Context: an optimization exercise on an open-source flow, tuned for small area, a short achievable clock period and few clock cycles. The choices shown serve that exercise and are no tape-out recipe. The RTL was checked by simulation tests, not by an equivalence proof against the original design.

Design edge_midpoint_subdivider, start of the top module:
module edge_midpoint_subdivider (
  input  wire logic                      clk_i,
  input  wire logic                      rst_ni,
  input  wire logic                      cfg_we_i,
  input  wire logic [DELTA_W-1:0]        cfg_wdata_i,
  input  wire logic                      edge_valid_i,
  output logic                           edge_ready_o,
  input  wire logic signed [COORD_W-1:0] edge_start_x_i,
  input  wire logic signed [COORD_W-1:0] edge_start_y_i,
  input  wire logic signed [COORD_W-1:0] edge_end_x_i,
  input  wire logic signed [COORD_W-1:0] edge_end_y_i,
  output logic                           point_valid_o,
  input  wire logic                      point_ready_i,
  output logic signed [POINT_W-1:0]      point_x_o,
  output logic signed [POINT_W-1:0]      point_y_o,
  output logic                           point_last_o,
  output logic                           point_capped_o
);
Size: ~2900 cells after synthesis, ~150 I/O pins.
export LEC_CHECK = 0
export ABC_AREA = 1
export CAP_MARGIN = 20
export CORE_MARGIN = 2
export CORE_UTILIZATION = 60
export CTS_BUF_LIST = sky130_fd_sc_hd__clkbuf_8
export PLACE_DENSITY = 0.8
export SETUP_SLACK_MARGIN = 5
export SLEW_MARGIN = 20
create_clock -name core_clock -period 9.0 [get_ports {clk_i}]
standard.sh (not shown) runs the stock make flow with config.mk's settings and CLKGATE_MAP_FILE= SYNTH_SCRIPT=/design/flow/synth_recipe.tcl, a recipe that flattens the netlist after the stock synthesis.
==> flow/flow/run.sh <==
#!/bin/bash
# The standard layout, with the ports buffered by buf_4 rather than the
# flow's default pick, and repair_timing aiming for a larger setup margin.
set -euo pipefail
bash standard.sh SETUP_SLACK_MARGIN=5.8 "BUFFER_PORTS_ARGS=-buffer_cell sky130_fd_sc_hd__buf_4" finish > standard_make.log 2>&1
Testbench counts at the start, summed over its fixed seeds: cycles 16,976.
Rerun with:
==> flow/flow/run.sh (replaced) <==
#!/bin/bash
# The standard layout, with the ports buffered by buf_4 rather than the
# flow's default pick, and repair_timing aiming for a larger setup margin.
set -euo pipefail
bash standard.sh SETUP_SLACK_MARGIN=5.7 "BUFFER_PORTS_ARGS=-buffer_cell sky130_fd_sc_hd__buf_4" finish > standard_make.log 2>&1
ABC_AREA = unset   (was 1)
CORE_UTILIZATION = 40   (was 60)
CTS_BUF_LIST = unset   (was sky130_fd_sc_hd__clkbuf_8)
PLACE_DENSITY = 0.6   (was 0.8)
=>
- The new run finished clean
- setup slack degrades by 0.12 ns
- first-iteration DRC count drops by 37%
- count of clock-buffer cells in the layout drops by 17
- routed wire length drops by 2.0%
- core utilization drops by 21 points
Rerun with:
CORE_UTILIZATION = 70   (was 40)
CTS_BUF_LIST = sky130_fd_sc_hd__clkbuf_8   (was unset)
PLACE_DENSITY = 0.85   (was 0.6)
After rerunning: The new run produced a clean layout; setup slack loses 0.0031 ns; cell area falls by 4.0%; register-to-register slack is about the same; core utilization came out higher by 33 points; wire length falls by 0.43%; die area falls by 42%; area after synthesis stays the same; sequential share of layout area increases by 1.7 points; maximum frequency stays flat.
Rerun with:
==> flow/flow/run.sh (replaced) <==
#!/bin/bash
# The standard layout, with the ports buffered by buf_2 rather than the
# flow's default pick, and repair_timing aiming for a larger setup margin.
set -euo pipefail
bash standard.sh SETUP_SLACK_MARGIN=5.8 "BUFFER_PORTS_ARGS=-buffer_cell sky130_fd_sc_hd__buf_2" finish > standard_make.log 2>&1
ABC_AREA = 1   (was unset)
CORE_UTILIZATION = 55   (was 70)
PLACE_DENSITY = 0.75   (was 0.85)
Via count increases by a little under a tenth.
Worst setup slack improved by 0.19 ns.
Maximum frequency rose by a few percent.
Final area rises by a few percent.
Routed wire length increases by a few percent.
First-iteration DRC count fell by about a fifth.
Final cell count grows by a quarter to a third.
Sequential cell count does not change.
Count of clock-buffer cells in the layout grows by 20.
Global-route usage drops by 6.1 points.
Rerun with:
==> flow/flow/run.sh (replaced) <==
#!/bin/bash
# The standard layout, with the ports buffered by buf_4 rather than the
# flow's default pick, and repair_timing aiming for a larger setup margin.
set -euo pipefail
bash standard.sh SETUP_SLACK_MARGIN=5.7 "BUFFER_PORTS_ARGS=-buffer_cell sky130_fd_sc_hd__buf_4" finish > standard_make.log 2>&1
ABC_AREA = unset   (was 1)
Outcome: Maximum frequency goes down by 2.6%; synthesized area goes down by 3.6%; synthesized cell count drops by 20%; worst hold slack degrades by 0.0055 ns; die area drops by 3.5%.
Rerun with:
CORE_UTILIZATION = 40   (was 55)
PLACE_DENSITY = 0.6   (was 0.75)
What happened: Fmax went down by 1.0%; die area went up by 37%; hold slack is about the same; flip-flop and latch count stays the same.

## re-timing with driven ports
The flow's constraints put no driver on any port. The routed layouts listed below were extracted and timed again, unchanged, in two steps. Step 1 assumes that a clkbuf_16 drives the clock port and a buf_2 every other input. Step 2 times the ports against the registers' clock, not the clock port: input delays grow and output delays shrink by t, the midpoint of the rising clock arrivals with the driver on. a / b / c = no drivers / after step 1 / after step 2; a / b = the first two.
| run | shift t [ns] | setup WS [ns] | clock arrival spread, ns | worst register clock-pin slew, ns | cell pins on the clock port's net |
|---|---|---|---|---|---|
| the first run | 0.721 | 5.764 / 5.706 / 5.482 | 0.049 / 0.050 | 0.07 / 0.07 | 1 |
| the second run | 0.657 | 5.646 / 5.646 / 5.447 | 0.038 / 0.037 | 0.07 / 0.07 | 1 |
| the third run | 0.679 | 5.643 / 5.643 / 5.334 | 0.045 / 0.045 | 0.07 / 0.07 | 1 |
| the fourth run | 0.744 | 5.837 / 5.781 / 5.502 | 0.041 / 0.042 | 0.07 / 0.07 | 1 |
| the fifth run | 0.708 | 5.754 / 5.728 / 5.398 | 0.028 / 0.028 | 0.07 / 0.07 | 1 |
| the sixth run | 0.719 | 5.721 / 5.721 / 5.353 | 0.044 / 0.044 | 0.07 / 0.07 | 1 |
After both steps every run listed still meets setup and hold. For the sixth run, which loses most, drivers alone change the setup slack by 0.000 ns; drivers and shift together by -0.368 ns.
